From an optimization exercise on the open Yosys and OpenROAD flow, aimed at small area; shortcuts taken in it are not production practice.
Function was checked by simulation only, so behaviour that the tests miss may differ from the original.
Power and IR drop assume default switching activity.

==> run a: inputs <==
==> flow/design.v <==
package txdma_pkg;
    typedef struct packed {
        logic       underrun;            
        logic [3:0] retry_cnt;           
        logic       rl;                  
        logic       lc;                  
        logic       df;                  
        logic       cs;                  
    } tx_stat_t;
    typedef struct packed {
        logic [16-1:0] len;    
        logic       ready;               
        logic       irq;                 
        logic       wrap;                
        logic       pad;                 
        logic       crc;                 
        logic [1:0] rsvd;
        tx_stat_t   stat;
    } tx_desc_t;
    typedef struct packed {
        logic       first;               
        logic       last;                
        logic [1:0] valid_cnt;           
        logic [32-1:0] data;
    } fifo_word_t;
    typedef enum logic [2:0] {
        ST_IDLE, ST_FETCH, ST_READ, ST_DRAIN, ST_STAT, ST_WB
    } ctrl_state_t;
    typedef logic [$clog2(32+1)-1:0] fifo_lvl_t;
    function automatic logic stat_error(input logic [8:0] s);
        stat_error = s[8] | s[3] | s[2] | s[1] | s[0];     
    endfunction
endpackage
`timescale 1ns/1ps
module txdma_top
(
    input  logic        clk,
    input  logic        reset,
    input  logic        tx_en,
    input  logic [7-1:0] max_tx_bd,
    input  txdma_pkg::tx_desc_t    bd_desc,
    input  logic [31:0] bd_ptr,
    input  logic        bd_wait,
    output logic        bd_read,
    output logic        bd_write,
    output logic [7-1:0] bd_index,
    output txdma_pkg::tx_desc_t    bd_writedata,
    input  logic        av_waitrequest,
    input  logic [32-1:0] av_readdata,
    input  logic        av_readdatavalid,
    output logic        av_read,
    output logic [31:0] av_address,
    output logic [7:0]  tx_data,
    output logic        tx_dv,
    output logic        tx_sop,
    output logic        tx_eop,
    input  logic        tx_ack,
    input  txdma_pkg::tx_stat_t    tx_stat,
    input  logic        tx_stat_valid,
    input  logic        tx_retry,
    output logic        per_packet_pad,
    output logic        per_packet_crc,
    output logic        tx_underrun,
    output logic        txb_irq,
    output logic        txe_irq
);
    localparam int LW    = 16;
    localparam int CW    = 14;
    localparam int DEPTH = 32 - 5 + 2;   
    localparam int AW    = $clog2(DEPTH);
    localparam int THRESHOLD = 32 - 5;
    typedef enum logic [1:0] {TX_IDLE, TX_SEND, TX_WAIT} tx_state_t;
    txdma_pkg::ctrl_state_t state;
    logic [LW-1:0] d_len;
    logic       d_irq, d_wrap, d_pad, d_crc;
    logic [1:0] d_rsvd;
    logic [8:0] stat;
    logic       load;
    logic       fetch_ok, wb_done, stat_done;
    logic       reads_done, stat_ready;
    logic       st_idle, st_fetch, st_read, st_drain, st_stat, st_wb;
    assign st_idle  = (state == txdma_pkg::ST_IDLE);
    assign st_fetch = (state == txdma_pkg::ST_FETCH);
    assign st_read  = (state == txdma_pkg::ST_READ);
    assign st_drain = (state == txdma_pkg::ST_DRAIN);
    assign st_stat  = (state == txdma_pkg::ST_STAT);
    assign st_wb    = (state == txdma_pkg::ST_WB);
    assign fetch_ok = st_fetch & ~bd_wait & bd_desc.ready;
    assign wb_done  = st_wb & ~bd_wait;
    assign bd_read  = st_fetch;
    assign bd_write = st_wb;
    assign stat_done = wb_done | (st_stat & stat_ready & tx_retry);
    assign bd_writedata   = {d_len, 1'b0, d_irq, d_wrap, d_pad, d_crc, d_rsvd, stat};
    assign per_packet_pad = d_pad;
    assign per_packet_crc = d_crc;
    always_ff @(posedge clk or posedge reset) begin
        if (reset) begin
            state <= txdma_pkg::ST_IDLE;
        end else begin
            case (state)
                txdma_pkg::ST_IDLE:  if (tx_en & ~stat_ready) state <= txdma_pkg::ST_FETCH;
                txdma_pkg::ST_FETCH: if (~bd_wait) state <= bd_desc.ready ? txdma_pkg::ST_READ : txdma_pkg::ST_IDLE;
                txdma_pkg::ST_READ: begin
                    if (reads_done)      state <= txdma_pkg::ST_STAT;
                    else if (stat_ready) state <= txdma_pkg::ST_DRAIN;
                end
                txdma_pkg::ST_DRAIN: if (reads_done) state <= txdma_pkg::ST_STAT;
                txdma_pkg::ST_STAT:  if (stat_ready) state <= tx_retry ? txdma_pkg::ST_IDLE : txdma_pkg::ST_WB;
                txdma_pkg::ST_WB:    if (~bd_wait) state <= txdma_pkg::ST_IDLE;
                default:  state <= txdma_pkg::ST_IDLE;
            endcase
        end
    end
    always_ff @(posedge clk) begin
        if (fetch_ok) begin
            d_len  <= bd_desc.len;
            d_irq  <= bd_desc.irq;
            d_wrap <= bd_desc.wrap;
            d_pad  <= bd_desc.pad;
            d_crc  <= bd_desc.crc;
            d_rsvd <= bd_desc.rsvd;
        end
    end
    always_ff @(posedge clk or posedge reset) begin
        if (reset) begin
            bd_index <= '0;
            load     <= 1'b0;
            txb_irq  <= 1'b0;
            txe_irq  <= 1'b0;
        end else begin
            load    <= fetch_ok;
            txb_irq <= wb_done & d_irq & ~txdma_pkg::stat_error(stat);
            txe_irq <= wb_done & d_irq & txdma_pkg::stat_error(stat);
            if (wb_done) begin
                if (d_wrap | (bd_index == max_tx_bd)) bd_index <= '0;
                else                                  bd_index <= bd_index + 1'b1;
            end else if (st_idle & ~tx_en) begin
                bd_index <= '0;
            end
        end
    end
    logic [29:0]   addr;                         
    logic [1:0]    off;                          
    logic [CW-1:0] rem_rd;                       
    logic [AW-1:0] pending;                      
    logic [AW:0]   committed;
    logic          hold;
    logic          valid_rdata;
    logic          pre_read, issue, last_word;
    logic [AW-1:0] level;
    logic [LW-1:0] tg_bytes;
    assign tg_bytes  = bd_desc.len + LW'(bd_ptr[1:0]) + LW'(3);
    assign pre_read  = st_read & ~load & ~hold & (rem_rd != '0);
    assign issue     = pre_read & ~av_waitrequest;
    assign committed = (AW+1)'(level) + (AW+1)'(pending);
    assign av_address = {addr, 2'b00};
    assign last_word = (rem_rd == '0) & (pending == AW'(1));
    always_ff @(posedge clk or posedge reset) begin
        if (reset) begin
            av_read     <= 1'b0;
            pending     <= '0;
            hold        <= 1'b0;
            valid_rdata <= 1'b0;
        end else begin
            if (~av_waitrequest) av_read <= pre_read;
            valid_rdata <= av_readdatavalid;
            hold        <= committed > (AW+1)'(THRESHOLD);
            if (issue & ~valid_rdata)      pending <= pending + 1'b1;
            else if (~issue & valid_rdata) pending <= pending - 1'b1;
        end
    end
    always_ff @(posedge clk) begin
        if (fetch_ok) begin
            addr   <= bd_ptr[31:2];
            off    <= bd_ptr[1:0];
            rem_rd <= tg_bytes[LW-1:2];
        end else begin
            if (av_read & ~av_waitrequest) addr <= addr + 1'b1;
            if (issue) rem_rd <= rem_rd - 1'b1;
        end
    end
    assign reads_done = (valid_rdata & last_word) |
                        (st_drain & ~av_read & (pending == '0));
    logic [32-1:0] mem [0:DEPTH-1];
    logic [AW-1:0] wr_ptr;
    logic [AW-1:0] rd_ptr;
    logic          fifo_read;
    logic          fifo_empty;
    logic [32-1:0] head;
    logic          clear;
    assign clear      = st_idle;
    assign head       = mem[rd_ptr];
    assign fifo_empty = (level == '0);
    always_ff @(posedge clk) begin
        if (av_readdatavalid) mem[wr_ptr] <= av_readdata;
    end
    always_ff @(posedge clk or posedge reset) begin
        if (reset) begin
            wr_ptr <= '0;
            rd_ptr <= '0;
            level  <= '0;
        end else if (clear) begin
            wr_ptr <= '0;
            rd_ptr <= '0;
            level  <= '0;
        end else begin
            if (av_readdatavalid) wr_ptr <= (wr_ptr == AW'(DEPTH - 1)) ? '0 : wr_ptr + 1'b1;
            if (fifo_read)        rd_ptr <= (rd_ptr == AW'(DEPTH - 1)) ? '0 : rd_ptr + 1'b1;
            if (valid_rdata & ~fifo_read)      level <= level + 1'b1;
            else if (~valid_rdata & fifo_read) level <= level - 1'b1;
        end
    end
    logic popped;                                
    logic all_in;                                
    logic head_first, head_last;
    always_ff @(posedge clk) begin
        if (clear) begin
            popped <= 1'b0;
            all_in <= 1'b0;
        end else begin
            if (fifo_read) popped <= 1'b1;
            if (valid_rdata & last_word) all_in <= 1'b1;
        end
    end
    assign head_first = ~popped;
    assign head_last  = all_in & (level == AW'(1));
    tx_state_t  tx_state;
    logic [1:0] byte_idx;
    logic [1:0] valid_cnt;
    logic [1:0] sel;
    logic       last_byte, frame_end, start;
    always_comb begin
        case ({head_first, head_last})
            2'b11:   valid_cnt = d_len[1:0] - 2'd1;
            2'b10:   valid_cnt = 2'd3 - off;
            2'b01:   valid_cnt = d_len[1:0] + off - 2'd1;
            default: valid_cnt = 2'd3;
        endcase
    end
    assign sel       = byte_idx + (head_first ? off : 2'd0);
    assign start     = (level >= AW'(8)) | reads_done;
    assign last_byte = (byte_idx == valid_cnt);
    assign frame_end = tx_ack & ~fifo_empty & last_byte & head_last;
    assign tx_data     = head[sel*8 +: 8];
    assign tx_dv       = (tx_state == TX_SEND);
    assign tx_sop      = tx_dv & (byte_idx == 2'd0) & head_first;
    assign tx_eop      = tx_dv & last_byte & head_last;
    assign tx_underrun = tx_dv & tx_ack & fifo_empty;
    assign fifo_read = ~fifo_empty &
                       (((tx_state == TX_SEND) & last_byte & tx_ack) | (tx_state == TX_WAIT));
    always_ff @(posedge clk or posedge reset) begin
        if (reset) begin
            tx_state   <= TX_IDLE;
            byte_idx   <= 2'd0;
            stat_ready <= 1'b0;
        end else begin
            case (tx_state)
                TX_IDLE: begin
                    byte_idx <= 2'd0;
                    if (start) tx_state <= TX_SEND;
                end
                TX_SEND: begin
                    if (tx_ack & ~fifo_empty) byte_idx <= last_byte ? 2'd0 : byte_idx + 1'b1;
                    if (frame_end | tx_stat_valid) tx_state <= TX_WAIT;
                end
                TX_WAIT: if (stat_done) tx_state <= TX_IDLE;
                default: tx_state <= TX_IDLE;
            endcase
            if (stat_done)
                stat_ready <= 1'b0;
            else if (tx_stat_valid & (tx_state != TX_IDLE))
                stat_ready <= 1'b1;
        end
    end
    always_ff @(posedge clk) begin
        if (tx_stat_valid) stat <= tx_stat;
    end
endmodule
==> flow/run.sh <==
#!/bin/bash
# synth_recipe.tcl (not shown) runs the flow's synth.tcl, then flattens the netlist and writes it again
# the make line also repeats each setting of config.mk as NAME=value (left out here)
make -C /OpenROAD-flow-scripts/flow DESIGN_CONFIG=/design/flow/config.mk WORK_HOME=/design/flow/orfs CLKGATE_MAP_FILE= SYNTH_SCRIPT=/design/flow/synth_recipe.tcl finish
==> flow/config.mk <==
export PLATFORM = sky130hd
export DESIGN_NAME = txdma_top
export DESIGN_NICKNAME = txdma_top
export VERILOG_FILES = /design/flow/design.v
export SDC_FILE = /design/flow/constraint.sdc
export NUM_CORES = 4
export LEC_CHECK = 0
export CAP_MARGIN = 20
export CORE_MARGIN = 2
export CORE_UTILIZATION = 40
export SLEW_MARGIN = 20
==> flow/constraint.sdc <==
create_clock -name core_clock -period 6.0 [get_ports {clk}]
set_input_delay 1.2000 -clock core_clock [delete_from_list [all_inputs] [get_ports {clk}]]
set_output_delay 1.2000 -clock core_clock [all_outputs]
set_load 0.01 [all_outputs]
==> inputs of run b, as changes to run a <==
--- a/flow/design.v
+++ b/flow/design.v
@@ -185,3 +185,3 @@
     logic [AW-1:0] wr_ptr;
-    logic [AW-1:0] rd_ptr;
+    logic [DEPTH-1:0] rd_sel;                    
     logic          fifo_read;
@@ -191,6 +191,11 @@
     assign clear      = st_idle;
-    assign head       = mem[rd_ptr];
     assign fifo_empty = (level == '0);
-    always_ff @(posedge clk) begin
-        if (av_readdatavalid) mem[wr_ptr] <= av_readdata;
+    always_comb begin
+        head = '0;
+        for (int i = 0; i < DEPTH; i++)
+            head = head | ({32{rd_sel[i]}} & mem[i]);
+    end
+    always_ff @(posedge clk) begin
+        for (int i = 0; i < DEPTH; i++)
+            if (av_readdatavalid & (wr_ptr == AW'(i))) mem[i] <= av_readdata;
     end
@@ -199,3 +204,3 @@
             wr_ptr <= '0;
-            rd_ptr <= '0;
+            rd_sel <= DEPTH'(1);
             level  <= '0;
@@ -203,3 +208,3 @@
             wr_ptr <= '0;
-            rd_ptr <= '0;
+            rd_sel <= DEPTH'(1);
             level  <= '0;
@@ -207,3 +212,3 @@
             if (av_readdatavalid) wr_ptr <= (wr_ptr == AW'(DEPTH - 1)) ? '0 : wr_ptr + 1'b1;
-            if (fifo_read)        rd_ptr <= (rd_ptr == AW'(DEPTH - 1)) ? '0 : rd_ptr + 1'b1;
+            if (fifo_read)        rd_sel <= {rd_sel[DEPTH-2:0], rd_sel[DEPTH-1]};
             if (valid_rdata & ~fifo_read)      level <= level + 1'b1;
==> flow/flow/run.sh (new file) <==
#!/bin/bash
# The standard layout (standard.sh: unchanged synthesis and steps), with two
# differences:
#  - the port buffers that global placement inserts are plain
#    sky130_fd_sc_hd__buf_1 cells instead of the tool's default pick;
#  - clock tree synthesis gets the same arguments as the standard flow builds
#    from config.mk, plus -dont_use_dummy_load (no unloaded balancing cells).
# make's full output goes to standard.log; ORFS keeps per-step logs under orfs/logs.
set -o pipefail
export BUFFER_PORTS_ARGS="-buffer_cell sky130_fd_sc_hd__buf_1"
export CTS_ARGS="-sink_clustering_enable -repair_clock_nets -sink_clustering_size 25 -sink_clustering_max_diameter 80 -buf_list sky130_fd_sc_hd__clkbuf_16 -dont_use_dummy_load"
bash standard.sh > standard.log 2>&1
status=$?
tail -5 standard.log
exit $status
==> flow/standard.sh (new file) <==
#!/bin/bash
# synth_recipe.tcl (not shown) runs the flow's synth.tcl, then flattens the netlist and writes it again
# the make line also repeats each setting of config.mk as NAME=value (left out here)
make -C /OpenROAD-flow-scripts/flow DESIGN_CONFIG=/design/flow/config.mk WORK_HOME=/design/flow/orfs CLKGATE_MAP_FILE= SYNTH_SCRIPT=/design/flow/synth_recipe.tcl "${@:-finish}"
Settings changed: CAP_MARGIN 20 to 0, CORE_UTILIZATION 40 to 60, CTS_BUF_LIST set to sky130_fd_sc_hd__clkbuf_16, CTS_CLUSTER_DIAMETER set to 80, CTS_CLUSTER_SIZE set to 25, SLEW_MARGIN 20 to 0.
removed: flow/run.sh
==> inputs of run c, as changes to run a <==
--- a/flow/design.v
+++ b/flow/design.v
@@ -185,3 +185,3 @@
     logic [AW-1:0] wr_ptr;
-    logic [AW-1:0] rd_ptr;
+    logic [DEPTH-1:0] rd_sel;                    
     logic          fifo_read;
@@ -191,6 +191,11 @@
     assign clear      = st_idle;
-    assign head       = mem[rd_ptr];
     assign fifo_empty = (level == '0);
-    always_ff @(posedge clk) begin
-        if (av_readdatavalid) mem[wr_ptr] <= av_readdata;
+    always_comb begin
+        head = '0;
+        for (int i = 0; i < DEPTH; i++)
+            head = head | ({32{rd_sel[i]}} & mem[i]);
+    end
+    always_ff @(posedge clk) begin
+        for (int i = 0; i < DEPTH; i++)
+            if (av_readdatavalid & (wr_ptr == AW'(i))) mem[i] <= av_readdata;
     end
@@ -199,3 +204,3 @@
             wr_ptr <= '0;
-            rd_ptr <= '0;
+            rd_sel <= DEPTH'(1);
             level  <= '0;
@@ -203,3 +208,3 @@
             wr_ptr <= '0;
-            rd_ptr <= '0;
+            rd_sel <= DEPTH'(1);
             level  <= '0;
@@ -207,3 +212,3 @@
             if (av_readdatavalid) wr_ptr <= (wr_ptr == AW'(DEPTH - 1)) ? '0 : wr_ptr + 1'b1;
-            if (fifo_read)        rd_ptr <= (rd_ptr == AW'(DEPTH - 1)) ? '0 : rd_ptr + 1'b1;
+            if (fifo_read)        rd_sel <= {rd_sel[DEPTH-2:0], rd_sel[DEPTH-1]};
             if (valid_rdata & ~fifo_read)      level <= level + 1'b1;
==> flow/flow/run.sh (new file) <==
#!/bin/bash
# The standard layout (standard.sh, unchanged synthesis and steps), with one
# difference: the port buffers that global placement inserts are plain
# sky130_fd_sc_hd__buf_1 cells instead of the tool's default pick.
# make's full output goes to standard.log; ORFS keeps per-step logs under orfs/logs.
set -o pipefail
export BUFFER_PORTS_ARGS="-buffer_cell sky130_fd_sc_hd__buf_1"
bash standard.sh > standard.log 2>&1
status=$?
tail -5 standard.log
exit $status
==> flow/standard.sh (new file) <==
#!/bin/bash
# synth_recipe.tcl (not shown) runs the flow's synth.tcl, then flattens the netlist and writes it again
# the make line also repeats each setting of config.mk as NAME=value (left out here)
make -C /OpenROAD-flow-scripts/flow DESIGN_CONFIG=/design/flow/config.mk WORK_HOME=/design/flow/orfs CLKGATE_MAP_FILE= SYNTH_SCRIPT=/design/flow/synth_recipe.tcl "${@:-finish}"
Settings changed: CORE_UTILIZATION 40 to 60, CTS_BUF_LIST set to sky130_fd_sc_hd__clkbuf_16, CTS_CLUSTER_DIAMETER set to 80, CTS_CLUSTER_SIZE set to 25.
removed: flow/run.sh
==> comparison table <==
Signal buf overhead: run c 3.30%; run a 5.21%; run b 3.17%
Area taken by multi-input logic gates: run c 8520 um2; run a 11000 um2; run b 8520 um2
Post-Synthesis Cell Area: run c 40900 um2; run a 42800 um2; run b 40900 um2
Combinational power share: run c 14.1%; run a 2.4%; run b 14.1%
Floorplan die area: run c 70300 um2; run a 110000 um2; run b 70300 um2
Number of H-tree levels: run c 2; run a 3; run b 2
Area fraction in and, or, nand and nor cells after synthesis: run c 5.50%; run a 3.50%; run b 5.50%
Crit path launch: run c popped; run a rd_ptr[1]; run b popped
Power in combinational cells: run c 0.00207 W; run a 0.000349 W; run b 0.00206 W
Run status: run c timing/DRC/antenna clean; run a timing/DRC/antenna clean; run b timing/DRC/antenna clean
Total sequential power: run c 0.00887 W; run a 0.00809 W; run b 0.00888 W
Global-route wire length before repair: run c 176 mm; run a 153 mm; run b 175 mm
Met1 layer wirelength in the final routing: run c 46.5 mm; run a 44.5 mm; run b 46.8 mm
Detailed-routed wire length on met3: run c 14.9 mm; run a 8.15 mm; run b 14.6 mm
Part of the total power dissipated in the clock network: run c 25.7%; run a 42.7%; run b 25.1%
Global Route met1 Usage: run c 50.8%; run a 26.1%; run b 50.8%
Worst hold path type: run c in -> async; run a reg -> reg; run b reg -> reg
Non-clock buffer count: run c 288; run a 278; run b 284
Signed area change from the synthesized netlist to the final layout: run c 8.71%; run a 17.0%; run b 8.24%

separate check: timing with driven ports:
How much do the figures lean on ideal ports? The routed layouts below were timed once more, with nothing changed but the port constraints. Step 1, drivers: a clkbuf_16 drives clk and a buf_2 each remaining input, both assumed. Step 2 moves the port delays by t, midway between the first and last clock arrival at a register: inputs arrive t later, outputs are due t later. That takes back most of the time a late clock gives input paths. Slacks: ideal / step 1 / step 2; pairs: ideal / step 1.
| run | t, ns | slack for setup (ns) | worst setup path after step 2 | pins driven straight from the clock port |
|---|---|---|---|---|
| run a | 0.763 | 0.229 / 0.162 / 0.925 | register to output | 1 |
| run b | 0.698 | 0.990 / 0.917 / 1.615 | register to output | 1 |
| run c | 0.706 | 0.957 / 0.885 / 1.592 | register to output | 1 |
After both steps every run listed still meets setup and hold.
